Background: an optimization exercise with open tools, aiming at small area, a short achievable clock period and few clock cycles per item. Do not read the settings as production practice.
In this exercise RTL edits were held to simulation tests only and were not proved equivalent to the original.

## flow/config.mk

```make
export PLATFORM = sky130hd
export DESIGN_NAME = cordic_top
export DESIGN_NICKNAME = cordic_top
export VERILOG_FILES = /design/flow/design.v
export SDC_FILE = /design/flow/constraint.sdc
export NUM_CORES = 4
export LEC_CHECK = 0
export ABC_AREA = 1
export CAP_MARGIN = 20
export CORE_MARGIN = 2
export CORE_UTILIZATION = 40
export SETUP_SLACK_MARGIN = 5
export SLEW_MARGIN = 20
```

## flow/design.v

```verilog
`timescale 1ns/1ps
`default_nettype none
module cordic_top (
    input  logic               clk,
    input  logic               rst,
    input  logic               valid_in,
    input  logic [31:0]        angle_ieee754,
    output logic signed [15:0] sin_ieee754,
    output logic signed [15:0] cos_ieee754,
    output logic               valid,
    output logic signed [2:0]  flip_out
);
    logic       armed_q, s1_q, it_q, post_q, valid_q;
    logic [2:0] p_q;                   
    logic       idle, go;
    assign idle = ~(s1_q | it_q | post_q);
    assign go   = valid_in & armed_q & idle;
    logic [7:0]  w_e;
    logic        w_ok, w_neg;
    logic        w_inr;
    logic [25:0] w_mm, w_fix;
    logic [48:0] w_base;
    logic [8:0]  w_h;
    logic [3:0]  w_Q;
    logic [5:0]  w_rh;
    logic [22:0] w_r;
    logic [9:0]  w_c [0:11];
    logic [11:0] w_ge, w_oh;
    always_comb begin
        w_e   = angle_ieee754[30:23];
        w_ok  = (w_e != 8'd0) && (w_e < 8'd137);
        w_neg = angle_ieee754[31] & w_ok;
        w_mm  = {1'b1, angle_ieee754[22:0], 2'b00};     
        w_inr  = w_e[7] ? (w_e[6:0] <= 7'd8) : (w_e[6:0] >= 7'd110);
        w_base = w_e[7] ? {w_mm, 23'd0} : {32'd0, w_mm[25:9]};
        w_fix  = w_inr ? 26'(w_base >> (~w_e[4:0])) : 26'd0;
        w_h   = w_fix[25:17];
        for (int k = 0; k < 12; k++) begin
            w_c[k]  = {1'b0, w_h} - 10'(45 * k);
            w_ge[k] = ~w_c[k][9];
        end
        w_Q  = 4'd0;
        w_rh = 6'd0;
        for (int k = 0; k < 12; k++) begin
            w_oh[k] = w_ge[k] & ((k == 11) ? 1'b1 : ~w_ge[(k + 1) % 12]);
            w_rh    = w_rh | ({6{w_oh[k]}} & w_c[k][5:0]);
            w_Q     = w_Q | ({4{w_oh[k]}} & 4'(k));
        end
        w_r   = {w_rh, w_fix[16:0]};
    end
    logic [22:0] r_q;
    logic [2:0]  fl0_q, fl_q;          
    logic signed [15:0] w_z5;
    logic signed [18:0] w_x5, w_y5;
    logic               w_t1, w_t2, w_t3, w_t4;
    logic [3:0]         w_d;               
    always_comb begin
        w_t1 = (r_q >= 23'd2949116);
        case (w_t1)
            1'b1: begin
                w_t2 = (r_q >= 23'd4690078);
                case (w_t2)
                    1'b1: begin
                        w_t3 = (r_q >= 23'd5609962);
                        if (w_t3) w_t4 = 1'b0;
                        else        w_t4 = (r_q >= 23'd5143030);
                    end
                    1'b0: begin
                        w_t3 = (r_q >= 23'd3770194);
                        if (w_t3) w_t4 = (r_q >= 23'd4237126);
                        else        w_t4 = (r_q >= 23'd3303262);
                    end
                endcase
            end
            1'b0: begin
                w_t2 = (r_q >= 23'd1208154);
                case (w_t2)
                    1'b1: begin
                        w_t3 = (r_q >= 23'd2128039);
                        if (w_t3) w_t4 = (r_q >= 23'd2594971);
                        else        w_t4 = (r_q >= 23'd1661106);
                    end
                    1'b0: begin
                        w_t3 = (r_q >= 23'd288270);
                        if (w_t3) w_t4 = (r_q >= 23'd755202);
                        else        w_t4 = 1'b1;
                    end
                endcase
            end
        endcase
        w_d = {w_t1, w_t2, w_t3, w_t4};
        case (w_d)
            4'd15:    begin w_x5 = -19'sd14378; w_y5 = 19'sd130194; end
            4'd14:    begin w_x5 = 19'sd1944; w_y5 = 19'sd130972; end
            4'd13:    begin w_x5 = 19'sd18111; w_y5 = 19'sd129729; end
            4'd12:    begin w_x5 = 19'sd34123; w_y5 = 19'sd126465; end
            4'd11:    begin w_x5 = 19'sd48580; w_y5 = 19'sd121644; end
            4'd10:    begin w_x5 = 19'sd63348; w_y5 = 19'sd114650; end
            4'd9:     begin w_x5 = 19'sd77028; w_y5 = 19'sd105944; end
            4'd8:     begin w_x5 = 19'sd89620; w_y5 = 19'sd95530; end
            4'd7:     begin w_x5 = 19'sd95530; w_y5 = 19'sd89620; end
            4'd6:     begin w_x5 = 19'sd105944; w_y5 = 19'sd77028; end
            4'd5:     begin w_x5 = 19'sd114650; w_y5 = 19'sd63348; end
            4'd4:     begin w_x5 = 19'sd121644; w_y5 = 19'sd48580; end
            4'd3:     begin w_x5 = 19'sd126465; w_y5 = 19'sd34123; end
            4'd2:     begin w_x5 = 19'sd129729; w_y5 = 19'sd18111; end
            4'd1:     begin w_x5 = 19'sd130972; w_y5 = 19'sd1944; end
            default:  begin w_x5 = 19'sd130194; w_y5 = -19'sd14378; end
        endcase
    end
    wire [25:0] m_t = {3'b000, r_q} + {r_q, 3'b000};
    wire m_c25 = (w_d == 4'd1) | (w_d == 4'd2) | (w_d == 4'd5) | (w_d == 4'd6) | (w_d == 4'd8) | (w_d == 4'd11) | (w_d == 4'd12) | (w_d == 4'd15);
    wire m_c26 = (w_d == 4'd1) | (w_d == 4'd4) | (w_d == 4'd6) | (w_d == 4'd7) | (w_d == 4'd10) | (w_d == 4'd12) | (w_d == 4'd13) | (w_d == 4'd15);
    wire m_c27 = (w_d == 4'd2) | (w_d == 4'd5) | (w_d == 4'd6) | (w_d == 4'd8) | (w_d == 4'd11) | (w_d == 4'd12) | (w_d == 4'd14) | (w_d == 4'd15);
    wire m_c28 = (w_d == 4'd0) | (w_d == 4'd2) | (w_d == 4'd3) | (w_d == 4'd4) | (w_d == 4'd6) | (w_d == 4'd7) | (w_d == 4'd10) | (w_d == 4'd14);
    wire m_c29 = (w_d == 4'd1) | (w_d == 4'd2) | (w_d == 4'd4) | (w_d == 4'd7) | (w_d == 4'd9) | (w_d == 4'd10) | (w_d == 4'd12) | (w_d == 4'd15);
    wire m_c30 = (w_d == 4'd3) | (w_d == 4'd5) | (w_d == 4'd6) | (w_d == 4'd7) | (w_d == 4'd8) | (w_d == 4'd9) | (w_d == 4'd10) | (w_d == 4'd12);
    wire m_c31 = (w_d == 4'd2) | (w_d == 4'd3) | (w_d == 4'd6) | (w_d == 4'd7) | (w_d == 4'd10) | (w_d == 4'd13);
    wire m_c32 = (w_d == 4'd4) | (w_d == 4'd5) | (w_d == 4'd6) | (w_d == 4'd7) | (w_d == 4'd8) | (w_d == 4'd9) | (w_d == 4'd10) | (w_d == 4'd14) | (w_d == 4'd15);
    wire m_c33 = (w_d == 4'd11) | (w_d == 4'd12) | (w_d == 4'd13) | (w_d == 4'd14) | (w_d == 4'd15);
    wire m_c34 = (w_d == 4'd4) | (w_d == 4'd5) | (w_d == 4'd6) | (w_d == 4'd7) | (w_d == 4'd8) | (w_d == 4'd9) | (w_d == 4'd10) | (w_d == 4'd11);
    wire m_c35 = (w_d == 4'd12) | (w_d == 4'd13) | (w_d == 4'd14) | (w_d == 4'd15);
    wire m_c37 = (w_d == 4'd0) | (w_d == 4'd1) | (w_d == 4'd2) | (w_d == 4'd3) | (w_d == 4'd4) | (w_d == 4'd5) | (w_d == 4'd6) | (w_d == 4'd7);
    wire m_c38 = (w_d == 4'd1) | (w_d == 4'd3) | (w_d == 4'd5) | (w_d == 4'd7) | (w_d == 4'd8) | (w_d == 4'd10) | (w_d == 4'd12) | (w_d == 4'd14);
    wire m_c39 = (w_d == 4'd1) | (w_d == 4'd2) | (w_d == 4'd5) | (w_d == 4'd6) | (w_d == 4'd10) | (w_d == 4'd11) | (w_d == 4'd14) | (w_d == 4'd15);
    wire m_1 = m_t[10] ^ ~r_q[0];
    wire m_2 = m_t[10] & ~r_q[0];
    wire m_3 = m_t[11] ^ ~r_q[1];
    wire m_4 = m_t[11] & ~r_q[1];
    wire m_5 = m_t[12] ^ ~r_q[2];
    wire m_6 = m_t[12] & ~r_q[2];
    wire m_7 = m_t[13] ^ ~r_q[3];
    wire m_8 = m_t[13] & ~r_q[3];
    wire m_9 = m_t[0] ^ m_t[14] ^ ~r_q[4];
    wire m_10 = (m_t[0] & m_t[14]) | (m_t[0] & ~r_q[4]) | (m_t[14] & ~r_q[4]);
    wire m_11 = m_t[1] ^ m_t[15] ^ ~r_q[5];
    wire m_12 = (m_t[1] & m_t[15]) | (m_t[1] & ~r_q[5]) | (m_t[15] & ~r_q[5]);
    wire m_13 = m_t[2] ^ m_t[16] ^ ~r_q[6];
    wire m_14 = (m_t[2] & m_t[16]) | (m_t[2] & ~r_q[6]) | (m_t[16] & ~r_q[6]);
    wire m_15 = m_t[3] ^ m_t[17] ^ ~r_q[7];
    wire m_16 = (m_t[3] & m_t[17]) | (m_t[3] & ~r_q[7]) | (m_t[17] & ~r_q[7]);
    wire m_17 = m_t[4] ^ m_t[18] ^ ~r_q[8];
    wire m_18 = (m_t[4] & m_t[18]) | (m_t[4] & ~r_q[8]) | (m_t[18] & ~r_q[8]);
    wire m_19 = m_t[5] ^ m_t[19] ^ ~r_q[9];
    wire m_20 = (m_t[5] & m_t[19]) | (m_t[5] & ~r_q[9]) | (m_t[19] & ~r_q[9]);
    wire m_21 = m_t[6] ^ m_t[20] ^ ~r_q[10];
    wire m_22 = (m_t[6] & m_t[20]) | (m_t[6] & ~r_q[10]) | (m_t[20] & ~r_q[10]);
    wire m_23 = m_t[7] ^ m_t[21];
    wire m_24 = m_t[7] & m_t[21];
    wire m_25 = m_t[8] ^ m_t[22] ^ ~r_q[12];
    wire m_26 = (m_t[8] & m_t[22]) | (m_t[8] & ~r_q[12]) | (m_t[22] & ~r_q[12]);
    wire m_27 = m_t[9] ^ m_t[23];
    wire m_28 = m_t[9] & m_t[23];
    wire m_29 = m_t[10] ^ m_t[24];
    wire m_30 = m_t[10] & m_t[24];
    wire m_31 = m_t[11] ^ m_t[25];
    wire m_32 = m_t[11] & m_t[25];
    wire m_33 = m_t[5] ^ ~r_q[0];
    wire m_34 = m_t[5] & ~r_q[0];
    wire m_35 = m_t[6] ^ ~r_q[1];
    wire m_36 = m_t[6] & ~r_q[1];
    wire m_37 = m_t[7] ^ ~r_q[2];
    wire m_38 = m_t[7] & ~r_q[2];
    wire m_39 = m_t[8] ^ ~r_q[3];
    wire m_40 = m_t[8] & ~r_q[3];
    wire m_41 = m_t[9] ^ ~r_q[4];
    wire m_42 = m_t[9] & ~r_q[4];
    wire m_43 = m_1 ^ ~r_q[5] ^ ~r_q[12];
    wire m_44 = (m_1 & ~r_q[5]) | (m_1 & ~r_q[12]) | (~r_q[5] & ~r_q[12]);
    wire m_45 = m_2 ^ m_3 ^ ~r_q[6];
    wire m_46 = (m_2 & m_3) | (m_2 & ~r_q[6]) | (m_3 & ~r_q[6]);
    wire m_47 = m_4 ^ m_5 ^ ~r_q[7];
    wire m_48 = (m_4 & m_5) | (m_4 & ~r_q[7]) | (m_5 & ~r_q[7]);
    wire m_49 = m_6 ^ m_7 ^ ~r_q[8];
    wire m_50 = (m_6 & m_7) | (m_6 & ~r_q[8]) | (m_7 & ~r_q[8]);
    wire m_51 = m_8 ^ m_9 ^ ~r_q[9];
    wire m_52 = (m_8 & m_9) | (m_8 & ~r_q[9]) | (m_9 & ~r_q[9]);
    wire m_53 = m_10 ^ m_11 ^ ~r_q[10];
    wire m_54 = (m_10 & m_11) | (m_10 & ~r_q[10]) | (m_11 & ~r_q[10]);
    wire m_55 = m_12 ^ m_13 ^ ~r_q[11];
    wire m_56 = (m_12 & m_13) | (m_12 & ~r_q[11]) | (m_13 & ~r_q[11]);
    wire m_57 = m_14 ^ m_15 ^ ~r_q[12];
    wire m_58 = (m_14 & m_15) | (m_14 & ~r_q[12]) | (m_15 & ~r_q[12]);
    wire m_59 = m_16 ^ m_17 ^ ~r_q[13];
    wire m_60 = (m_16 & m_17) | (m_16 & ~r_q[13]) | (m_17 & ~r_q[13]);
    wire m_61 = m_18 ^ m_19 ^ ~r_q[14];
    wire m_62 = (m_18 & m_19) | (m_18 & ~r_q[14]) | (m_19 & ~r_q[14]);
    wire m_63 = m_20 ^ m_21 ^ ~r_q[15];
    wire m_64 = (m_20 & m_21) | (m_20 & ~r_q[15]) | (m_21 & ~r_q[15]);
    wire m_65 = m_22 ^ m_23 ^ ~r_q[11];
    wire m_66 = (m_22 & m_23) | (m_22 & ~r_q[11]) | (m_23 & ~r_q[11]);
    wire m_67 = m_24 ^ m_25 ^ ~r_q[17];
    wire m_68 = (m_24 & m_25) | (m_24 & ~r_q[17]) | (m_25 & ~r_q[17]);
    wire m_69 = m_26 ^ m_27 ^ ~r_q[13];
    wire m_70 = (m_26 & m_27) | (m_26 & ~r_q[13]) | (m_27 & ~r_q[13]);
    wire m_71 = m_28 ^ m_29 ^ ~r_q[14];
    wire m_72 = (m_28 & m_29) | (m_28 & ~r_q[14]) | (m_29 & ~r_q[14]);
    wire m_73 = m_30 ^ m_31 ^ ~r_q[15];
    wire m_74 = (m_30 & m_31) | (m_30 & ~r_q[15]) | (m_31 & ~r_q[15]);
    wire m_75 = m_32 ^ m_t[12] ^ ~r_q[16];
    wire m_76 = (m_32 & m_t[12]) | (m_32 & ~r_q[16]) | (m_t[12] & ~r_q[16]);
    wire m_77 = m_t[13] ^ ~r_q[17];
    wire m_78 = m_t[13] & ~r_q[17];
    wire m_79 = m_33 ^ ~r_q[7];
    wire m_80 = m_33 & ~r_q[7];
    wire m_81 = m_34 ^ m_35 ^ ~r_q[8];
    wire m_82 = (m_34 & m_35) | (m_34 & ~r_q[8]) | (m_35 & ~r_q[8]);
    wire m_83 = m_36 ^ m_37 ^ ~r_q[9];
    wire m_84 = (m_36 & m_37) | (m_36 & ~r_q[9]) | (m_37 & ~r_q[9]);
    wire m_85 = m_38 ^ m_39 ^ ~r_q[10];
    wire m_86 = (m_38 & m_39) | (m_38 & ~r_q[10]) | (m_39 & ~r_q[10]);
    wire m_87 = m_40 ^ m_41 ^ ~r_q[11];
    wire m_88 = (m_40 & m_41) | (m_40 & ~r_q[11]) | (m_41 & ~r_q[11]);
    wire m_89 = m_42 ^ m_43 ^ 1'b1;
    wire m_90 = (m_42 & m_43) | (m_42 & 1'b1) | (m_43 & 1'b1);
    wire m_91 = m_44 ^ m_45 ^ ~r_q[13];
    wire m_92 = (m_44 & m_45) | (m_44 & ~r_q[13]) | (m_45 & ~r_q[13]);
    wire m_93 = m_46 ^ m_47 ^ ~r_q[14];
    wire m_94 = (m_46 & m_47) | (m_46 & ~r_q[14]) | (m_47 & ~r_q[14]);
    wire m_95 = m_48 ^ m_49 ^ ~r_q[15];
    wire m_96 = (m_48 & m_49) | (m_48 & ~r_q[15]) | (m_49 & ~r_q[15]);
    wire m_97 = m_50 ^ m_51 ^ ~r_q[16];
    wire m_98 = (m_50 & m_51) | (m_50 & ~r_q[16]) | (m_51 & ~r_q[16]);
    wire m_99 = m_52 ^ m_53 ^ ~r_q[17];
    wire m_100 = (m_52 & m_53) | (m_52 & ~r_q[17]) | (m_53 & ~r_q[17]);
    wire m_101 = m_54 ^ m_55 ^ ~r_q[18];
    wire m_102 = (m_54 & m_55) | (m_54 & ~r_q[18]) | (m_55 & ~r_q[18]);
    wire m_103 = m_56 ^ m_57 ^ ~r_q[19];
    wire m_104 = (m_56 & m_57) | (m_56 & ~r_q[19]) | (m_57 & ~r_q[19]);
    wire m_105 = m_58 ^ m_59 ^ ~r_q[20];
    wire m_106 = (m_58 & m_59) | (m_58 & ~r_q[20]) | (m_59 & ~r_q[20]);
    wire m_107 = m_60 ^ m_61 ^ ~r_q[21];
    wire m_108 = (m_60 & m_61) | (m_60 & ~r_q[21]) | (m_61 & ~r_q[21]);
    wire m_109 = m_62 ^ m_63 ^ ~r_q[22];
    wire m_110 = (m_62 & m_63) | (m_62 & ~r_q[22]) | (m_63 & ~r_q[22]);
    wire m_111 = m_64 ^ m_65 ^ ~r_q[16];
    wire m_112 = (m_64 & m_65) | (m_64 & ~r_q[16]) | (m_65 & ~r_q[16]);
    wire m_113 = m_66 ^ m_67 ^ 1'b1;
    wire m_114 = (m_66 & m_67) | (m_66 & 1'b1) | (m_67 & 1'b1);
    wire m_115 = m_68 ^ m_69 ^ ~r_q[18];
    wire m_116 = (m_68 & m_69) | (m_68 & ~r_q[18]) | (m_69 & ~r_q[18]);
    wire m_117 = m_70 ^ m_71 ^ ~r_q[19];
    wire m_118 = (m_70 & m_71) | (m_70 & ~r_q[19]) | (m_71 & ~r_q[19]);
    wire m_119 = m_72 ^ m_73 ^ ~r_q[20];
    wire m_120 = (m_72 & m_73) | (m_72 & ~r_q[20]) | (m_73 & ~r_q[20]);
    wire m_121 = m_74 ^ m_75 ^ ~r_q[21];
    wire m_122 = (m_74 & m_75) | (m_74 & ~r_q[21]) | (m_75 & ~r_q[21]);
    wire m_123 = m_76 ^ m_77 ^ ~r_q[22];
    wire m_124 = (m_76 & m_77) | (m_76 & ~r_q[22]) | (m_77 & ~r_q[22]);
    wire m_125 = m_78 ^ m_t[14] ^ ~r_q[18];
    wire m_126 = (m_78 & m_t[14]) | (m_78 & ~r_q[18]) | (m_t[14] & ~r_q[18]);
    wire m_127 = m_t[15] ^ ~r_q[19];
    wire m_128 = m_t[15] & ~r_q[19];
    wire m_129 = m_t[16] ^ ~r_q[20];
    wire m_130 = m_t[16] & ~r_q[20];
    wire m_131 = m_t[17] ^ ~r_q[21];
    wire m_132 = m_t[17] & ~r_q[21];
    wire m_133 = m_t[18] ^ ~r_q[22];
    wire m_134 = m_t[18] & ~r_q[22];
    wire m_l1 = m_114 ^ m_115;
    wire m_l2 = m_114 & m_115;
    wire m_l3 = m_116 ^ m_117 ^ m_c26;
    wire m_l4 = (m_116 & m_117) | (m_116 & m_c26) | (m_117 & m_c26);
    wire m_l5 = m_118 ^ m_119 ^ m_c27;
    wire m_l6 = (m_118 & m_119) | (m_118 & m_c27) | (m_119 & m_c27);
    wire m_l7 = m_120 ^ m_121 ^ m_c28;
    wire m_l8 = (m_120 & m_121) | (m_120 & m_c28) | (m_121 & m_c28);
    wire m_l9 = m_122 ^ m_123 ^ m_c29;
    wire m_l10 = (m_122 & m_123) | (m_122 & m_c29) | (m_123 & m_c29);
    wire m_l11 = m_124 ^ m_125 ^ m_c30;
    wire m_l12 = (m_124 & m_125) | (m_124 & m_c30) | (m_125 & m_c30);
    wire m_l13 = m_126 ^ m_127 ^ m_c31;
    wire m_l14 = (m_126 & m_127) | (m_126 & m_c31) | (m_127 & m_c31);
    wire m_l15 = m_128 ^ m_129 ^ m_c32;
    wire m_l16 = (m_128 & m_129) | (m_128 & m_c32) | (m_129 & m_c32);
    wire m_l17 = m_130 ^ m_131 ^ m_c33;
    wire m_l18 = (m_130 & m_131) | (m_130 & m_c33) | (m_131 & m_c33);
    wire m_l19 = m_132 ^ m_133 ^ m_c34;
    wire m_l20 = (m_132 & m_133) | (m_132 & m_c34) | (m_133 & m_c34);
    wire m_l21 = m_134 ^ m_t[19] ^ m_c35;
    wire m_l22 = (m_134 & m_t[19]) | (m_134 & m_c35) | (m_t[19] & m_c35);
    wire m_l23 = m_t[20] ^ 1'b1;
    wire m_l24 = m_t[20] & 1'b1;
    wire m_l25 = m_t[21] ^ m_c37;
    wire m_l26 = m_t[21] & m_c37;
    wire m_l27 = m_t[22] ^ m_c38;
    wire m_l28 = m_t[22] & m_c38;
    wire m_l29 = m_t[23] ^ m_c39;
    wire m_l30 = m_t[23] & m_c39;
    wire [39:0] m_a = {m_l28, m_l26, m_l24, m_l22, m_l20, m_l18, m_l16, m_l14, m_l12, m_l10, m_l8, m_l6, m_l4, m_l2, m_l1, m_112, m_110, m_108, m_106, m_104, m_102, m_100, m_98, m_96, m_94, m_92, m_90, m_88, m_86, m_84, m_82, m_80, m_79, m_t[4], m_t[3], m_t[2], m_t[1], m_t[0], ~r_q[1], ~r_q[0]};
    wire [39:0] m_b = {m_l29, m_l27, m_l25, m_l23, m_l21, m_l19, m_l17, m_l15, m_l13, m_l11, m_l9, m_l7, m_l5, m_l3, m_c25, m_113, m_111, m_109, m_107, m_105, m_103, m_101, m_99, m_97, m_95, m_93, m_91, m_89, m_87, m_85, m_83, m_81, 1'b1, ~r_q[6], ~r_q[5], ~r_q[4], ~r_q[3], ~r_q[2], 1'b0, 1'b1};
    wire [39:0] m_s = m_a + m_b;
    assign w_z5 = m_s[39:24];
    logic signed [18:0] x_q, y_q;
    logic [15:0]        zu_q;
    logic               w_da, w_db;
    logic signed [15:0] w_z5r;
    logic signed [12:0] w_z6;
    logic signed [18:0] w_xa, w_ya, w_xb, w_yb, w_xs1, w_ys1, w_xs2, w_ys2;
    logic [15:0]        w_zun;
    always_comb begin
        w_z5r = {~zu_q[15], zu_q[14:0]};
        w_da  = zu_q[15];
        w_z6  = 13'(w_da ? (w_z5r - 16'sd4095) : (w_z5r + 16'sd4095));
        w_db  = (p_q == 3'd0) ? ~w_z6[12] : zu_q[14];
        w_zun = (p_q == 3'd0) ? {w_z6[11:0], 4'b0000} : {zu_q[13:0], 2'b00};
        case (p_q)
            3'd0:    begin w_xs1 = x_q >>> 5;  w_ys1 = y_q >>> 5;  end
            3'd1:    begin w_xs1 = x_q >>> 7;  w_ys1 = y_q >>> 7;  end
            3'd2:    begin w_xs1 = x_q >>> 9;  w_ys1 = y_q >>> 9;  end
            default: begin w_xs1 = x_q >>> 11; w_ys1 = y_q >>> 11; end
        endcase
        w_xa  = x_q + (w_ys1 ^ {19{w_da}}) + {18'd0, w_da};
        w_ya  = y_q + (w_xs1 ^ {19{~w_da}}) + {18'd0, ~w_da};
        case (p_q)
            3'd0:    begin w_xs2 = w_xa >>> 6;  w_ys2 = w_ya >>> 6;  end
            3'd1:    begin w_xs2 = w_xa >>> 8;  w_ys2 = w_ya >>> 8;  end
            3'd2:    begin w_xs2 = w_xa >>> 10; w_ys2 = w_ya >>> 10; end
            default: begin w_xs2 = w_xa >>> 12; w_ys2 = w_ya >>> 12; end
        endcase
        w_xb  = w_xa + (w_ys2 ^ {19{w_db}}) + {18'd0, w_db};
        w_yb  = w_ya + (w_xs2 ^ {19{~w_db}}) + {18'd0, ~w_db};
    end
    logic signed [5:0]  w_Hx, w_Hy, w_Hs, w_Hc;
    logic [6:0]         w_Lx, w_Ly, w_Ls, w_Lc;
    logic               w_x1, w_x0, w_y1, w_y0;
    logic signed [7:0]  w_sx0, w_sx1, w_sx2, w_sx3, w_sy0, w_sy1, w_sy2, w_sy3, w_ss, w_sc;
    logic signed [5:0]  w_X0, w_X1, w_X2, w_Y0, w_Y1, w_Y2;
    logic               w_ns, w_nc;
    logic signed [15:0] w_sin, w_cos;
    function automatic logic signed [5:0] hstep(input logic signed [5:0] h,
                                                input logic signed [7:0] s,
                                                input logic a1, input logic a0);
        if (!s[7] && s[6] && a1)
            hstep = h + 6'sd1;
        else if (s[7] && a0)
            hstep = h - 6'sd1;
        else
            hstep = h;
    endfunction
    function automatic logic signed [15:0] round_q15(input logic signed [5:0] h,
                                                     input logic [6:0] lh,
                                                     input logic signed [7:0] s,
                                                     input logic n);
        logic signed [5:0]  hn;
        logic [6:0]         ln;
        logic signed [8:0]  w;
        logic signed [8:0]  mid;
        logic signed [6:0]  top;
        logic signed [15:0] rm, r0, rp;
        hn = n ? ~h : h;
        ln = n ? ~lh : lh;
        w  = n ? (9'sd66 - {s[7], s}) : ({s[7], s} + 9'sd2);
        mid = {2'b00, ln} - 9'sd1;
        top = {hn[5], hn} + {{6{mid[8]}}, mid[7]};
        rm  = (top >= 7'sd16) ? 16'sh7FFF : (top < -7'sd16) ? 16'sh8000 : {top[4:0], mid[6:0], w[5:2]};
        mid = {2'b00, ln};
        top = {hn[5], hn};
        r0  = (top >= 7'sd16) ? 16'sh7FFF : (top < -7'sd16) ? 16'sh8000 : {top[4:0], mid[6:0], w[5:2]};
        mid = {2'b00, ln} + 9'sd1;
        top = {hn[5], hn} + {6'd0, mid[7]};
        rp  = (top >= 7'sd16) ? 16'sh7FFF : (top < -7'sd16) ? 16'sh8000 : {top[4:0], mid[6:0], w[5:2]};
        if (w[8])
            round_q15 = rm;
        else if (w[6])
            round_q15 = rp;
        else
            round_q15 = r0;
    endfunction
    always_comb begin
        w_Hx = x_q[18:13];
        w_Hy = y_q[18:13];
        w_Lx = x_q[12:6];
        w_Ly = y_q[12:6];
        w_x1 = &x_q[12:6];
        w_x0 = ~|x_q[12:6];
        w_y1 = &y_q[12:6];
        w_y0 = ~|y_q[12:6];
        w_sx0 = {2'b00, x_q[5:0]};
        w_sy0 = {2'b00, y_q[5:0]};
        w_X0 = hstep(w_Hx, w_sx0, w_x1, w_x0) >>> 0;
        w_Y0 = hstep(w_Hy, w_sy0, w_y1, w_y0) >>> 0;
        w_sx1 = w_sx0 + ({{2{w_Y0[5]}}, w_Y0} ^ {8{zu_q[15]}}) + {7'd0, zu_q[15]};
        w_sy1 = w_sy0 + ({{2{w_X0[5]}}, w_X0} ^ {8{~zu_q[15]}}) + {7'd0, ~zu_q[15]};
        w_X1 = hstep(w_Hx, w_sx1, w_x1, w_x0) >>> 1;
        w_Y1 = hstep(w_Hy, w_sy1, w_y1, w_y0) >>> 1;
        w_sx2 = w_sx1 + ({{2{w_Y1[5]}}, w_Y1} ^ {8{zu_q[14]}}) + {7'd0, zu_q[14]};
        w_sy2 = w_sy1 + ({{2{w_X1[5]}}, w_X1} ^ {8{~zu_q[14]}}) + {7'd0, ~zu_q[14]};
        w_X2 = hstep(w_Hx, w_sx2, w_x1, w_x0) >>> 2;
        w_Y2 = hstep(w_Hy, w_sy2, w_y1, w_y0) >>> 2;
        w_sx3 = w_sx2 + ({{2{w_Y2[5]}}, w_Y2} ^ {8{zu_q[13]}}) + {7'd0, zu_q[13]};
        w_sy3 = w_sy2 + ({{2{w_X2[5]}}, w_X2} ^ {8{~zu_q[13]}}) + {7'd0, ~zu_q[13]};
        w_ns  = fl_q[1] ^ fl_q[2];
        w_nc  = fl_q[1] ^ fl_q[0];
        w_Hs  = fl_q[0] ? w_Hx : w_Hy;
        w_Ls  = fl_q[0] ? w_Lx : w_Ly;
        w_ss  = fl_q[0] ? w_sx3 : w_sy3;
        w_Hc  = fl_q[0] ? w_Hy : w_Hx;
        w_Lc  = fl_q[0] ? w_Ly : w_Lx;
        w_sc  = fl_q[0] ? w_sy3 : w_sx3;
        w_sin = round_q15(w_Hs, w_Ls, w_ss, w_ns);
        w_cos = round_q15(w_Hc, w_Lc, w_sc, w_nc);
    end
    always_ff @(posedge clk or negedge rst) begin
        if (!rst) begin
            armed_q <= 1'b0;
            s1_q    <= 1'b0;
            it_q    <= 1'b0;
            post_q  <= 1'b0;
            valid_q <= 1'b0;
        end else begin
            armed_q <= 1'b1;
            s1_q    <= go;
            if (s1_q)
                it_q <= 1'b1;
            else if (p_q == 3'd3)
                it_q <= 1'b0;
            post_q  <= it_q & (p_q == 3'd3);
            valid_q <= post_q;
        end
    end
    always_ff @(posedge clk) begin
        r_q   <= w_r;
        fl0_q <= {w_neg, w_Q[1:0]};
        if (s1_q) begin
            fl_q <= fl0_q;
            x_q  <= w_x5;
            y_q  <= w_y5;
            zu_q <= {~w_z5[15], w_z5[14:0]};
            p_q  <= 3'd0;
        end else begin
            x_q  <= w_xb;
            y_q  <= w_yb;
            zu_q <= w_zun;
            p_q  <= p_q + 3'd1;
        end
    end
    logic signed [15:0] sin_q, cos_q;
    logic [2:0]         flip_q;
    always_ff @(posedge clk or negedge rst) begin
        if (!rst) begin
            sin_q  <= '0;
            cos_q  <= '0;
            flip_q <= '0;
        end else if (post_q) begin
            sin_q  <= w_sin;
            cos_q  <= w_cos;
            flip_q <= fl_q;
        end
    end
    assign sin_ieee754 = sin_q;
    assign cos_ieee754 = cos_q;
    assign flip_out    = flip_q;
    assign valid       = valid_q;
endmodule
`default_nettype wire
```

## flow/constraint.sdc

```tcl
create_clock -name core_clock -period 12.0 [get_ports {clk}]
set_input_delay 2.4000 -clock core_clock [delete_from_list [all_inputs] [get_ports {clk}]]
set_output_delay 2.4000 -clock core_clock [all_outputs]
set_load 0.01 [all_outputs]
```

## flow/run.sh

```bash
#!/bin/bash
# synth_recipe.tcl (not shown) runs the flow's synth.tcl, then flattens the netlist and writes it again
# the make line also repeats each setting of config.mk as NAME=value (left out here)
make -C /OpenROAD-flow-scripts/flow DESIGN_CONFIG=/design/flow/config.mk WORK_HOME=/design/flow/orfs CLKGATE_MAP_FILE= SYNTH_SCRIPT=/design/flow/synth_recipe.tcl finish
```

==> results.py, run 1 <==
metrics = {
    "job": {
        "cap_violations": 0,
    },
    "worst_setup_path": {
        "cp.required_ns": 12.34,
        "critPathArrivalTime_ns": 7.34,
        "rr_startpoint": "p_q[1]$_SDFF_PP0_",
        "r2r-end": "y_q[18]$_DFF_P_",
        "worstRegToRegCells": 57,
        "path_max_fanout": 6,
        "critPathSlowestCell": "dfxtp_4",
        "ff2ff_setup_slack_ns": 4.99,
        "path_class": "reg2reg",
        "cpPeakStageDelay_ns": 0.38,
        "critPathCaptureType": "flip-flop",
        "start_kind": "flip-flop",
        "cpMostUsedCell": "nand2_2",
    },
    "global_routing": {
        "grt.total_usage": 0.257,
        "grt_max_degree": 67,
        "grt_pass1_wl_um": 130000,
        "antenna_found_initial": 1,
        "grt_pass1_vias": 24200,
        "grt-ovfl-total": 0,
    },
    "synthesis": {
        "netlist.area_leader.share": 0.133,
        "synth_edf_count": 3,
        "synth_area_leader_cell": "ha_1",
        "synthCells": 3800,
        "yosys-top-cells-area": "ha_1 (13%), nand2_1 (12%), inv_1 (7.6%)",
        "avgSynthCellArea_um2": 6.37,
        "yosys_warnings": 2,
        "syn-num-nets": 4162,
        "async_flop_share": 0.317,
        "ys_seq_area_frac": 0.114,
        "ys_types": 72,
        "ys_seq_elements": 126,
        "synth-main-ff-cell": "dfxtp_1",
        "synth_area_um2": 24200,
    },
    "cts": {
        "htree_levels": 4,
        "cts_buffers": 17,
        "clk_pin_slew_ns": 0.06,
        "cts-root-buf": "clkbuf_16",
        "clkSinkCount": 126,
        "cts_buffer_depth": 2,
        "cts_hold_buf": 0,
        "tritoncts": "done",
        "insertion_delay_ns": 0.49,
    },
    "finish": {
        "final_area_um2": 29500,
        "final_cell_mix": "nand2_1 (722), inv_1 (472), nor2_1 (319), o21ai_0 (287), a21oi_1 (244)",
        "nets": 4327,
        "area_growth_pct": 21.8,
        "final_common_cell": "nand2_1",
        "drive_gt1_frac": 0.173,
        "stdcell_count": 4760,
        "fill_cells": 6185,
        "num_antenna_cells": 0,
    },
    "timing": {
        "period_share": 0.584,
        "tightest_slew_ns": 1.07,
        "slew_headroom": 0.284,
        "worst_clock_skew_ns": 0.0204,
        "whs_ns": 0.404,
        "slew_violations": 0,
        "rsz0062_at_grt": "true",
        "setup_tns_ns": 0,
        "min_period_ns": 7.01,
        "max_freq_ghz": 0.143,
        "finalHoldViolations": 0,
        "report.final.setup_viol": 0,
    },
    "drt": {
        "vias_per_cell": 5.58,
        "avgRoutedWirePerCell_um": 17.9,
        "met1_length_um": 37000,
        "wl_met2_um": 39800,
        "num_vias": 26600,
        "maxUsedRoutingLayer": "met4",
        "drt_pre_antenna_iters": 7,
        "wirelength_um": 85200,
        "drt_iter0_drc": 2170,
        "dr_wl_met3_um": 5100,
        "ant_nets": 0,
        "drc_errors": 0,
    },
    "placed_design": {
        "io_buffers": 70,
        "placed_cells": 4559,
        "globalplace.congestion": 0.958,
        "dp_hpwl_um": 64000,
        "dpl_cell_area_um2": 25600,
    },
    "min_path": {
        "min_path_type": "reg2reg",
        "holdPathEnd": "fl_q[2]$_DFFE_PP_",
        "hold_depth": 0,
        "hp-start": "fl0_q[2]$_DFF_P_",
    },
    "die": {
        "pin_count": 71,
        "row_count": 90,
        "start_util": 0.403,
        "fp.dieW_um": 250,
        "die_area_um2": 62500,
        "core_um2": 60100,
        "die_y_um": 250,
    },
    "status": {
        "status": "finished clean",
    },
}
-- metal layers --
metal / track usage / vias up
li1: - / 13000
met4: 0.0905 / 0
met2: 0.428 / 951
met1: 0.345 / 12300
met5: 0 / -
met3: 0.0298 / 239
-- Yosys cell counts, types with 29 or more instances --
cell	number
a21oi_1	296
clkbuf_1	87
dfrtp_1	40
dfxtp_1	83
fa_1	70
ha_1	257
inv_1	491
nand2_1	782
nand2_2	39
nand3_1	201
nand3_2	33
nand4_1	36
nor2_1	338
nor3_1	32
o211ai_1	31
o21ai_0	340
o22ai_1	45
or2_2	29
xnor2_1	46
xor2_1	208
-- cell families (layout without fill, tap and decap cells) --
kind of cell | Yosys count | count (layout) | share of synthesized area
buffers and inverters | 642 | 814 | 0.103
other | 1 | 1 | 0.000155
DFF | 126 | 126 | 0.114
and+or+nand+nor | 1537 | 1543 | 0.282
AOI/OAI and AO/OA | 908 | 908 | 0.215
xor gates and xnor gates | 256 | 256 | 0.0941
muxes | 3 | 3 | 0.00129
adders and majority gates | 327 | 327 | 0.191
-- metrics by stage --
| stage | worst slack (ns) | util |
|---|---|---|
| 2_1_floorplan | 5.05 | - |
| 3_3_place_gp | 3.36 | 0.425 |
| 3_5_place_dp | 3.37 | 0.425 |
| 4_1_cts | 4.97 | 0.451 |
| 5_1_grt | 4.50 | 0.491 |
| 6_report | 4.99 | 0.491 |
-- worst max path at each step --
| stage | start | endpoint | slack [ns] |
|---|---|---|---|
| final | p_q[1]$_SDFF_PP0_ | y_q[18]$_DFF_P_ | 4.99 |
| after global routing | p_q[1]$_SDFF_PP0_ | y_q[18]$_DFF_P_ | 4.50 |
| after CTS | p_q[1]$_SDFF_PP0_ | y_q[18]$_DFF_P_ | 4.97 |
| after detailed placement | p_q[0]$_SDFF_PP0_ | y_q[18]$_DFF_P_ | 3.37 |
| after global placement | p_q[0]$_SDFF_PP0_ | x_q[18]$_DFF_P_ | 3.36 |
| after floorplan | p_q[0]$_SDFF_PP0_ | x_q[18]$_DFF_P_ | 5.05 |
-- state kept, by name, indices dropped and copies added (netlist names) --
name and cells:
armed_q 1, cos_q 16, fl0_q 3, fl_q 3, flip_q 3, it_q 1, p_q 3, post_q 1
r_q 23, s1_q 1, sin_q 16, valid_q 1, x_q 19, y_q 19, zu_q 16
-- worst max-delay path, delay by kind of cell (launching register included) --
family                   cells  cell delay, ns
AO/OA/AOI/OAI               14            1.84
XOR/XNOR                     4            0.77
adder cells (fa/ha/maj)      3            0.81
buffers and inverters        9            0.82
flip-flops                   1            0.38
AND/OR/NAND/NOR             27            2.23
-- final cells by class --
type	instances	area, um^2	area share
repair buffers	258	2370	0.0803
clock buffers	19	454	0.0154
repair inverters	1	5.00	0.000170
multi-input cells	3038	20700	0.700
clock inverters	13	186	0.00632
well taps	782	978	0.0332
inverters	523	2060	0.0697
flip-flops and latches	126	2800	0.0949
-- repair_timing --
item                       CTS  global route
gates cloned                 5             8
setup buffers               33           122
pin swaps                   26           152
setup endpoints to repair   78            65
gates resized for setup    161           337
Testbench counts, summed over its fixed seeds: cycles 16,808, items 2,400.
==> run 2, diff against run 1 <==
--- a/flow/config.mk
+++ b/flow/config.mk
@@ -11,3 +11,3 @@
 export CORE_UTILIZATION = 40
-export SETUP_SLACK_MARGIN = 5
+export SETUP_SLACK_MARGIN = 4
 export SLEW_MARGIN = 20
==> run 2 against run 1 <==
Still clean on timing, DRC and antenna. Setup slack worse by 0.48 ns. First-iteration DRC count is 1.8% lower. Clock-buffer cell count unchanged. Critical endpoint is now r_q[20]$_DFF_P_. Highest routed layer unchanged.
==> results.py, run 2 <==
metrics = {
    "worst_setup_path": {
        "worstRegToRegCells": 37,
        "path_cells": "clkdlybuf4s50_1 -> buf_4 -> clkinv_1 -> nor2_1 -> inv_1 -> o21ai_0 -> nor2_1 -> nand2_1 -> inv_1 -> ha_1 -> inv_1 -> o21ai_0 -> a21oi_1 -> nor2_1 -> inv_1 -> nand2_1 -> inv_1 -> nor2_1 -> inv_1 -> o221ai_1 -> a2111oi_0 -> o211ai_1",
        "cpPeakStageDelay_ns": 0.67,
        "ff2ff_setup_slack_ns": 4.53,
        "cp.required_ns": 12.32,
        "r2r-end": "sin_q[11]$_DFFE_PN0P_",
        "path_class": "in2reg",
        "critPathCaptureType": "flip-flop",
        "critPathTopFamily": "buffers and inverters",
        "path_max_fanout": 28,
        "critPathArrivalTime_ns": 7.81,
        "critPathSlowestCell": "nor2_1",
        "cpMostUsedCell": "inv_1",
        "start_kind": "primary input",
        "path_buf_inv": 9,
        "rr_startpoint": "y_q[18]$_DFF_P_",
    },
    "timing": {
        "max_freq_ghz": 0.134,
        "report.final.setup_viol": 0,
        "slew_headroom": 0.288,
        "min_period_ns": 7.49,
        "setup_tns_ns": 0,
        "period_share": 0.624,
        "worst_clock_skew_ns": 0.0201,
        "slew_violations": 0,
        "rsz0062_at_grt": "true",
        "finalHoldViolations": 0,
        "tightest_slew_ns": 1.06,
    },
    "min_path": {
        "hold_depth": 0,
        "min_path_type": "reg2reg",
        "holdPathEnd": "fl_q[2]$_DFFE_PP_",
        "hp-start": "fl0_q[2]$_DFF_P_",
    },
    "placed_design": {
        "globalplace.congestion": 0.958,
        "dp_hpwl_um": 64000,
        "io_buffers": 70,
    },
    "synthesis": {
        "yosys-top-cells-area": "ha_1 (13%), nand2_1 (12%), inv_1 (7.6%)",
        "synth_fa_ha_area_frac": 0.191,
        "synthCells": 3800,
        "ys_types": 72,
        "synth_xor_area_frac": 0.0941,
        "yosys.area_share.simple": 0.282,
        "synth_edf_count": 3,
        "ys_seq_area_frac": 0.114,
        "avgSynthCellArea_um2": 6.37,
        "ys_seq_elements": 126,
        "netlist.area_leader.share": 0.133,
        "synth-compound-area-share": 0.215,
        "async_flop_share": 0.317,
        "yosys_warnings": 2,
        "synth_area_um2": 24200,
        "synthMuxAreaShare": 0.00129,
        "synthTopCellsByCount": "nand2_1 (782), inv_1 (491), o21ai_0 (340), nor2_1 (338), a21oi_1 (296)",
        "synth_top_family_by_area": "simple AND/OR/NAND/NOR gates",
        "synth_area_leader_cell": "ha_1",
        "synth-main-ff-cell": "dfxtp_1",
        "synth.most_common_cell": "nand2_1",
        "syn-num-nets": 4162,
    },
    "drt": {
        "vias_per_cell": 5.51,
        "num_vias": 25500,
        "ant_nets": 0,
        "avgRoutedWirePerCell_um": 17.5,
        "drt_iter0_drc": 2131,
        "wirelength_um": 80900,
        "drt_pre_antenna_iters": 6,
        "drc_errors": 0,
    },
    "cts": {
        "cts_hold_buf": 0,
        "clkSinkCount": 126,
        "insertion_delay_ns": 0.49,
        "cts-root-buf": "clkbuf_16",
        "tritoncts": "done",
        "htree_levels": 4,
        "clk_pin_slew_ns": 0.06,
        "cts_buffer_depth": 2,
        "cts_buffers": 17,
    },
    "die": {
        "die_area_um2": 62500,
        "die_y_um": 250,
        "start_util": 0.403,
        "pin_count": 71,
        "row_count": 90,
        "core_um2": 60100,
        "fp.dieW_um": 250,
    },
    "global_routing": {
        "grt_pass1_vias": 23800,
        "grt_pass1_wl_um": 128000,
        "grt-ovfl-total": 0,
        "grt_max_degree": 67,
        "grt.total_usage": 0.253,
        "antenna_found_initial": 1,
    },
    "job": {
        "cap_violations": 0,
    },
    "finish": {
        "top_regs": "r_q x23, x_q x19, y_q x19",
        "final_common_cell": "nand2_1",
        "num_antenna_cells": 0,
        "drive_gt1_frac": 0.0802,
        "nets": 4191,
        "largest_register": "r_q",
        "final_cell_mix": "nand2_1 (773), inv_1 (488), nor2_1 (335), o21ai_0 (323), a21oi_1 (287)",
        "fill_cells": 6448,
        "area_growth_pct": 10.9,
        "largest_reg_flops": 23,
    },
    "status": {
        "status": "finished clean",
    },
}
## run 2: cell types whose count changed in the layout (fill, tap and decap cells not counted), moves of 17 or more
cell     change
o21ai_2     -19
a21oi_2     -36
nand2_2     -33
ha_1        +17
a21oi_1     +43
buf_4      -117
nand2_1     +51
o21ai_0     +36
nand2_4     -17
## run 2: logic make-up after synthesis
logic type,Yosys count
other,1
multiplexers,3
buffers and inverters,642
XOR/XNOR,256
AND/OR/NAND/NOR,1537
flip-flops,126
adder cells (fa/ha/maj),327
AO/OA/AOI/OAI,908
## run 2: area by class of cell
| type | instances | area [um^2] | area share |
|---|---|---|---|
| multi-input combinational | 3033 | 19300 | 0.717 |
| sequential | 126 | 2760 | 0.103 |
| inverter | 523 | 1990 | 0.0742 |
| timing repair buffer | 126 | 1210 | 0.0451 |
| tap | 782 | 978 | 0.0364 |
| clock buffer | 19 | 454 | 0.0169 |
| clock inverter | 13 | 186 | 0.00694 |
| timing repair inverter | 2 | 10.0 | 0.000373 |
## run 2: stage by stage
| step | setup slack (ns) | utilization | cell area (um^2) | hold slack (ns) | instances |
|---|---|---|---|---|---|
| 2_1_floorplan | 5.05 | - | 24200 | 0.352 | 3800 |
| 3_3_place_gp | 3.36 | 0.425 | 25600 | 0.391 | 4559 |
| 3_5_place_dp | 3.37 | 0.425 | 25600 | 0.398 | 4559 |
| 4_1_cts | 4.02 | 0.437 | 26300 | 0.404 | 4593 |
| 5_1_grt | 3.92 | 0.447 | 26900 | 0.412 | 4624 |
| 6_report | 4.51 | 0.447 | 26900 | 0.402 | 4624 |
## run 2: how the worst max path moves through the flow
stage | start | cells after the start | slack [ns] | endpoint
floorplan | p_q[0]$_SDFF_PP0_ | 55 | 5.05 | x_q[18]$_DFF_P_
global placement | p_q[0]$_SDFF_PP0_ | 53 | 3.36 | x_q[18]$_DFF_P_
detailed placement | p_q[0]$_SDFF_PP0_ | 55 | 3.37 | y_q[18]$_DFF_P_
CTS | y_q[18]$_DFF_P_ | 39 | 4.02 | cos_q[5]$_DFFE_PN0P_
global route | p_q[1]$_SDFF_PP0_ | 54 | 3.92 | x_q[18]$_DFF_P_
finish | angle_ieee754[26] | 22 | 4.51 | r_q[20]$_DFF_P_
## run 2: what timing repair did
action | CTS | global route
resized for setup | 8 | 92
gates cloned | 1 | 4
pin swaps | 0 | 11
setup buffers | 1 | 26
endpoints found under the setup margin | 44 | 62
## run 2: per-layer routing
layer / vias to the layer above / global-route usage / part of all wire
met1: 11800 / 0.343 / 0.45
met5: - / 0 / 0
met4: 0 / 0.0855 / 0.034
met2: 830 / 0.419 / 0.46
met3: 171 / 0.0285 / 0.054
li1: 12700 / - / -
==> run 3, diff against run 2 <==
--- a/flow/config.mk
+++ b/flow/config.mk
@@ -11,2 +11,3 @@
 export CORE_UTILIZATION = 40
+export PLACE_DENSITY = 0.75
 export SETUP_SLACK_MARGIN = 4
==> run 3 against run 2 <==
Final cell count is 0.22% lower. Global-route usage fell by 0.62 points. Via count grew 2.2%. Cell area fell by 0.52%. Setup slack gained 0.014 ns. Area after synthesis stayed put. Sequential cell count stayed put.
==> results.py, run 3 <==
metrics = {
    "drt": {
        "ant_nets": 0,
        "avgRoutedWirePerCell_um": 17.1,
        "num_vias": 26100,
        "drt_iter0_drc": 2598,
        "drc_errors": 0,
        "wirelength_um": 78900,
        "vias_per_cell": 5.65,
        "drt_pre_antenna_iters": 7,
    },
    "timing": {
        "slew_violations": 0,
        "min_period_ns": 7.47,
        "rsz0062_at_grt": "true",
        "slew_headroom": 0.313,
        "report.final.setup_viol": 0,
        "worst_clock_skew_ns": 0.0162,
        "max_freq_ghz": 0.134,
        "tightest_slew_ns": 1.02,
        "period_share": 0.623,
        "finalHoldViolations": 0,
        "setup_tns_ns": 0,
    },
    "status": {
        "status": "finished clean",
    },
    "synthesis": {
        "yosys-top-cells-area": "ha_1 (13%), nand2_1 (12%), inv_1 (7.6%)",
        "async_flop_share": 0.317,
        "avgSynthCellArea_um2": 6.37,
        "yosys_warnings": 2,
        "synth_edf_count": 3,
        "ys_seq_elements": 126,
        "synth-main-ff-cell": "dfxtp_1",
        "ys_seq_area_frac": 0.114,
        "synth_area_um2": 24200,
        "synth.most_common_cell": "nand2_1",
        "synth_area_leader_cell": "ha_1",
        "syn-num-nets": 4162,
        "synthTopCellsByCount": "nand2_1 (782), inv_1 (491), o21ai_0 (340), nor2_1 (338), a21oi_1 (296)",
        "synthCells": 3800,
        "netlist.area_leader.share": 0.133,
        "ys_types": 72,
    },
    "finish": {
        "top_regs": "r_q x23, x_q x19, y_q x19",
        "ff_latch_area_um2": 2760,
        "fill_cells": 6263,
        "multi_input_area_um2": 19300,
        "nets": 4181,
        "largest_register": "r_q",
        "final_cell_mix": "nand2_1 (776), inv_1 (488), nor2_1 (335), o21ai_0 (321), a21oi_1 (286)",
        "area_growth_pct": 10.3,
        "largest_reg_flops": 23,
        "drive_gt1_frac": 0.0780,
        "num_antenna_cells": 0,
        "final_common_cell": "nand2_1",
    },
    "worst_setup_path": {
        "ff2ff_setup_slack_ns": 4.53,
        "path_class": "reg2reg",
        "cpPeakStageDelay_ns": 0.52,
        "cpMostUsedCell": "nand2_1",
        "path_max_fanout": 5,
        "critPathCaptureType": "flip-flop",
        "r2r-end": "zu_q[15]$_DFF_P_",
        "start_kind": "flip-flop",
        "critPathArrivalTime_ns": 7.83,
        "rr_startpoint": "r_q[0]$_SDFF_PP0_",
        "worstRegToRegCells": 40,
        "cp.required_ns": 12.36,
        "critPathSlowestCell": "fa_1",
    },
    "cts": {
        "cts_buffer_depth": 2,
        "insertion_delay_ns": 0.49,
        "cts_hold_buf": 0,
        "htree_levels": 4,
        "cts-root-buf": "clkbuf_16",
        "tritoncts": "done",
        "clkSinkCount": 126,
        "cts_buffers": 17,
        "clk_pin_slew_ns": 0.06,
    },
    "placed_design": {
        "dp_hpwl_um": 62400,
        "io_buffers": 70,
        "globalplace.congestion": 0.989,
    },
    "global_routing": {
        "grt_pass1_wl_um": 126000,
        "grt_pass1_vias": 23900,
        "antenna_found_initial": 1,
        "grt_max_degree": 67,
        "grt.total_usage": 0.247,
        "grt-ovfl-total": 0,
    },
    "die": {
        "die_y_um": 250,
        "core_um2": 60100,
        "start_util": 0.403,
        "row_count": 90,
        "die_area_um2": 62500,
        "pin_count": 71,
        "fp.dieW_um": 250,
    },
    "min_path": {
        "min_path_type": "reg2reg",
        "holdPathEnd": "fl_q[2]$_DFFE_PP_",
        "hp-start": "fl0_q[2]$_DFF_P_",
        "hold_depth": 0,
    },
    "job": {
        "cap_violations": 0,
    },
}
-- run 3: cell counts after synthesis --
Identical to the previous run, type by type.
-- run 3: final cells by class --
| class | instances | area share |
|---|---|---|
| Multi-Input combinational cell | 3032 | 0.722 |
| Sequential cell | 126 | 0.103 |
| Inverter | 523 | 0.0747 |
| Timing Repair Buffer | 117 | 0.0421 |
| Tap cell | 782 | 0.0366 |
| Clock buffer | 24 | 0.0180 |
| Clock inverter | 8 | 0.00309 |
| Timing Repair inverter | 2 | 0.000375 |
-- run 3: timing repair --
action / CTS / global route
hold endpoints to repair: 0 / 0
setup endpoints to repair: 21 / 61
pin swaps: 0 / 9
setup buffers: 0 / 23
gates resized for setup: 6 / 106
gates cloned: 1 / 2
-- run 3: layer usage --
metal | routed length [um] | GRT usage | up-vias
li1 | - | - | 12700
met2 | 35300 | 0.394 | 1095
met3 | 5910 | 0.0366 | 195
met5 | 9 | 0 | -
met1 | 34800 | 0.337 | 12100
met4 | 2840 | 0.0929 | 2
-- run 3: worst max-delay path, delay by kind of cell (launching register included) --
kind                     cells  cell delay [ns]
flip-flops                   1             0.39
buffers and inverters        2             0.09
adder cells (fa/ha/maj)      7             2.72
XOR/XNOR                     2             0.37
AND/OR/NAND/NOR             11             1.05
AO/OA/AOI/OAI               18             2.71
-- run 3: worst max-delay path by stage --
stage	from	end	slack [ns]	cells past startpoint
2_1_floorplan	p_q[0]$_SDFF_PP0_	x_q[18]$_DFF_P_	5.05	55
3_3_place_gp	r_q[21]$_DFF_P_	zu_q[13]$_DFF_P_	3.77	33
3_5_place_dp	angle_ieee754[30]	r_q[22]$_DFF_P_	3.74	20
4_1_cts	r_q[0]$_SDFF_PP0_	zu_q[13]$_DFF_P_	3.94	40
5_1_grt	p_q[0]$_SDFF_PP0_	y_q[18]$_DFF_P_	3.92	53
6_report	r_q[0]$_SDFF_PP0_	zu_q[15]$_DFF_P_	4.53	40
-- run 3: logic make-up after synthesis --
kind of cell | count (synthesis) | synth area share
mux | 3 | 0.00129
compound gates | 908 | 0.215
flops | 126 | 0.114
simple gates | 1537 | 0.282
xor+xnor | 256 | 0.0941
other cells | 1 | 0.000155
buf+inv | 642 | 0.103
fa+ha+maj | 327 | 0.191
-- run 3: per-stage QoR --
| stage | instance area [um^2] | util | instances | hold WS [ns] | setup WS [ns] |
|---|---|---|---|---|---|
| 5_1_grt | 26700 | 0.444 | 4614 | 0.414 | 3.92 |
| 6_report | 26700 | 0.444 | 4614 | 0.408 | 4.53 |
| 2_1_floorplan | 24200 | - | 3800 | 0.352 | 5.05 |
| 4_1_cts | 26100 | 0.435 | 4588 | 0.412 | 3.94 |
| 3_3_place_gp | 25600 | 0.425 | 4555 | 0.393 | 3.77 |
| 3_5_place_dp | 25600 | 0.425 | 4555 | 0.391 | 3.74 |
==> run 4, diff against run 3 <==
--- a/flow/config.mk
+++ b/flow/config.mk
@@ -11,4 +11,3 @@
 export CORE_UTILIZATION = 40
-export PLACE_DENSITY = 0.75
-export SETUP_SLACK_MARGIN = 4
+export SETUP_SLACK_MARGIN = 2
 export SLEW_MARGIN = 20
==> run 4 against run 3 <==
Utilization shrank 0.81 points. Final cell count shrank 0.48%. Clock skew grew 0.0039 ns. Routed wire length grew 1.1%. Global-route usage grew 0.60 points. Via count shrank 3.2%. Highest routed layer is now met4. Synthesized cell count is the same. Critical endpoint is now y_q[18]$_DFF_P_.
==> results.py, run 4 <==
metrics = {
    "status": {
        "status": "finished clean",
    },
    "synthesis": {
        "ys_types": 72,
        "yosys_warnings": 2,
        "ys_seq_elements": 126,
        "synth.most_common_cell": "nand2_1",
        "avgSynthCellArea_um2": 6.37,
        "synth_edf_count": 3,
        "synth-compound-area-share": 0.215,
        "synthTopCellsByCount": "nand2_1 (782), inv_1 (491), o21ai_0 (340), nor2_1 (338), a21oi_1 (296)",
        "synth_fa_ha_area_frac": 0.191,
        "netlist.area_leader.share": 0.133,
        "yosys.area_share.simple": 0.282,
        "async_flop_share": 0.317,
        "synthCells": 3800,
        "ys_seq_area_frac": 0.114,
        "yosys-top-cells-area": "ha_1 (13%), nand2_1 (12%), inv_1 (7.6%)",
        "syn-num-nets": 4162,
        "synthMuxAreaShare": 0.00129,
        "synth_top_family_by_area": "simple AND/OR/NAND/NOR gates",
        "synth_xor_area_frac": 0.0941,
        "synth_area_leader_cell": "ha_1",
        "synth_area_um2": 24200,
        "synth-main-ff-cell": "dfxtp_1",
    },
    "cts": {
        "htree_levels": 4,
        "cts-root-buf": "clkbuf_16",
        "cts_setup_buffers": 0,
        "clk_pin_slew_ns": 0.07,
        "cts_buffers": 17,
        "cts_resized": 0,
        "tritoncts": "done",
        "cts_hold_buf": 0,
        "insertion_delay_ns": 0.49,
        "clkSinkCount": 126,
        "cts_buffer_depth": 2,
    },
    "finish": {
        "largest_reg_flops": 23,
        "top_regs": "r_q x23, x_q x19, y_q x19",
        "num_antenna_cells": 0,
        "area_growth_pct": 8.31,
        "nets": 4159,
        "drive_gt1_frac": 0.0583,
        "final_cell_mix": "nand2_1 (782), inv_1 (491), o21ai_0 (340), nor2_1 (338), a21oi_1 (296)",
        "final_common_cell": "nand2_1",
        "fill_cells": 6494,
        "largest_register": "r_q",
    },
    "timing": {
        "setup_tns_ns": 0,
        "min_period_ns": 8.93,
        "worst_clock_skew_ns": 0.0201,
        "finalHoldViolations": 0,
        "slew_headroom": 0.286,
        "tightest_slew_ns": 1.06,
        "rsz0062_at_grt": "false",
        "max_freq_ghz": 0.112,
        "final.setup.worst_slack_ns": 3.07,
        "slew_violations": 0,
        "period_share": 0.744,
        "report.final.setup_viol": 0,
    },
    "placed_design": {
        "pre_cts_slack_ns": 3.37,
        "io_buffers": 70,
        "dp_hpwl_um": 64000,
        "globalplace.congestion": 0.958,
    },
    "drt": {
        "ant_nets": 0,
        "vias_per_cell": 5.49,
        "dr_wl_met3_um": 4150,
        "wirelength_um": 79700,
        "maxUsedRoutingLayer": "met4",
        "drc_errors": 0,
        "num_vias": 25200,
        "drt_iter0_drc": 2147,
        "wl_met2_um": 36900,
        "drt_pre_antenna_iters": 6,
        "met1_length_um": 36400,
        "avgRoutedWirePerCell_um": 17.4,
    },
    "worst_setup_path": {
        "start_kind": "flip-flop",
        "cpPeakStageDelay_ns": 0.61,
        "cp.required_ns": 12.39,
        "path_max_fanout": 31,
        "critPathSlowestCell": "inv_1",
        "path_class": "reg2reg",
        "critPathCaptureType": "flip-flop",
        "cpMostUsedCell": "nand2_1",
        "critPathArrivalTime_ns": 9.32,
    },
    "global_routing": {
        "grt_max_degree": 67,
        "grt_pass1_wl_um": 128000,
        "grt-ovfl-total": 0,
        "grt.total_usage": 0.253,
        "antenna_found_initial": 1,
        "grt_pass1_vias": 23800,
    },
    "die": {
        "core_um2": 60100,
        "pin_count": 71,
        "die_y_um": 250,
        "fp.dieW_um": 250,
        "start_util": 0.403,
        "die_area_um2": 62500,
        "row_count": 90,
    },
    "min_path": {
        "min_path_type": "reg2reg",
    },
    "job": {
        "cap_violations": 0,
    },
}
-- run 4: cell counts after synthesis --
No cell type changed its count.
-- run 4: worst paths after layout --
check,from,endpoint,slack (ns),cells after the start
max in group asynchronous,rst,s1_q$_DFF_PN0_,9.61,2
worst min-delay path,fl0_q[2]$_DFF_P_,fl_q[2]$_DFFE_PP_,0.40,0
min in group asynchronous,rst,cos_q[12]$_DFFE_PN0P_,1.96,2
worst max-delay path,p_q[0]$_SDFF_PP0_,y_q[18]$_DFF_P_,3.07,55
worst max register to register,p_q[0]$_SDFF_PP0_,y_q[18]$_DFF_P_,3.07,55
worst min register to register,fl0_q[2]$_DFF_P_,fl_q[2]$_DFFE_PP_,0.40,0
-- run 4: layer usage --
metal / global-route usage / up-vias
met3: 0.0284 / 145
met2: 0.419 / 783
met4: 0.0837 / 0
li1: - / 12700
met1: 0.343 / 11600
met5: 0 / -
-- run 4: final cells by class --
cell class / count / area [um^2] / share of cell area
inverters: 523 / 1970 / 0.0750
repair buffers: 97 / 896 / 0.0342
well taps: 782 / 978 / 0.0373
clock buffers: 19 / 454 / 0.0173
multi-input cells: 3032 / 19000 / 0.724
clock inverters: 13 / 186 / 0.00711
flip-flops and latches: 126 / 2760 / 0.105
-- run 4: worst max-delay path: cells and delay by family (launching register included) --
family	cells	cell delay, ns
XOR/XNOR	2	0.33
buffers and inverters	8	1.25
AND/OR/NAND/NOR	29	3.15
AO/OA/AOI/OAI	13	2.70
flip-flops	1	0.39
adder cells (fa/ha/maj)	3	1.00
-- run 4: logic make-up (layout without fill, tap and decap cells) --
| logic type | count (synthesis) | after routing |
|---|---|---|
| flops | 126 | 126 |
| fa+ha+maj | 327 | 327 |
| buf+inv | 642 | 652 |
| other cells | 1 | 1 |
| compound gates | 908 | 908 |
| mux | 3 | 3 |
| simple gates | 1537 | 1537 |
| xor+xnor | 256 | 256 |
-- run 4: stage by stage --
| step | util | hold WS, ns | cells | area (um^2) |
|---|---|---|---|---|
| after floorplan | - | 0.352 | 3800 | 24200 |
| after global placement | 0.425 | 0.391 | 4559 | 25600 |
| after detailed placement | 0.425 | 0.398 | 4559 | 25600 |
| after CTS | 0.436 | 0.404 | 4591 | 26200 |
| after global routing | 0.436 | 0.412 | 4592 | 26200 |
| final | 0.436 | 0.403 | 4592 | 26200 |

==> re-timing with driven ports <==
The flow's constraints put no driver on any port. The routed layouts listed below were extracted and timed again, unchanged, in two steps.
Step 1 sets driving cells, clkbuf_16 on the clock port and buf_2 on the other inputs (assumed; they add their load-dependent delay and slew).
Step 2 times the ports against the registers' clock, not the clock port: input delays grow and output delays shrink by t, the midpoint of the rising clock arrivals with the driver on.
Three values: ideal, step 1, step 2; two values: the first two.
| run | t, ns | slack for setup (ns) | hold slack, ns | latest minus earliest clock arrival (ns) | worst register clock-pin slew, ns |
|---|---|---|---|---|---|
| run 1 | 0.543 | 4.991 / 4.991 / 4.906 | 0.404 / 0.404 / 0.404 | 0.021 / 0.020 | 0.08 / 0.08 |
| run 2 | 0.544 | 4.512 / 4.528 / 3.997 | 0.402 / 0.402 / 0.402 | 0.021 / 0.020 | 0.08 / 0.08 |
| run 3 | 0.541 | 4.527 / 4.527 / 4.062 | 0.408 / 0.408 / 0.408 | 0.016 / 0.016 | 0.07 / 0.07 |
| run 4 | 0.541 | 3.066 / 3.066 / 3.066 | 0.403 / 0.403 / 0.403 | 0.020 / 0.020 | 0.08 / 0.08 |
After both steps setup and hold are still met in every run listed. The setup slack of run 2, which loses most, moves by +0.016 ns with the drivers and by -0.515 ns with both steps.
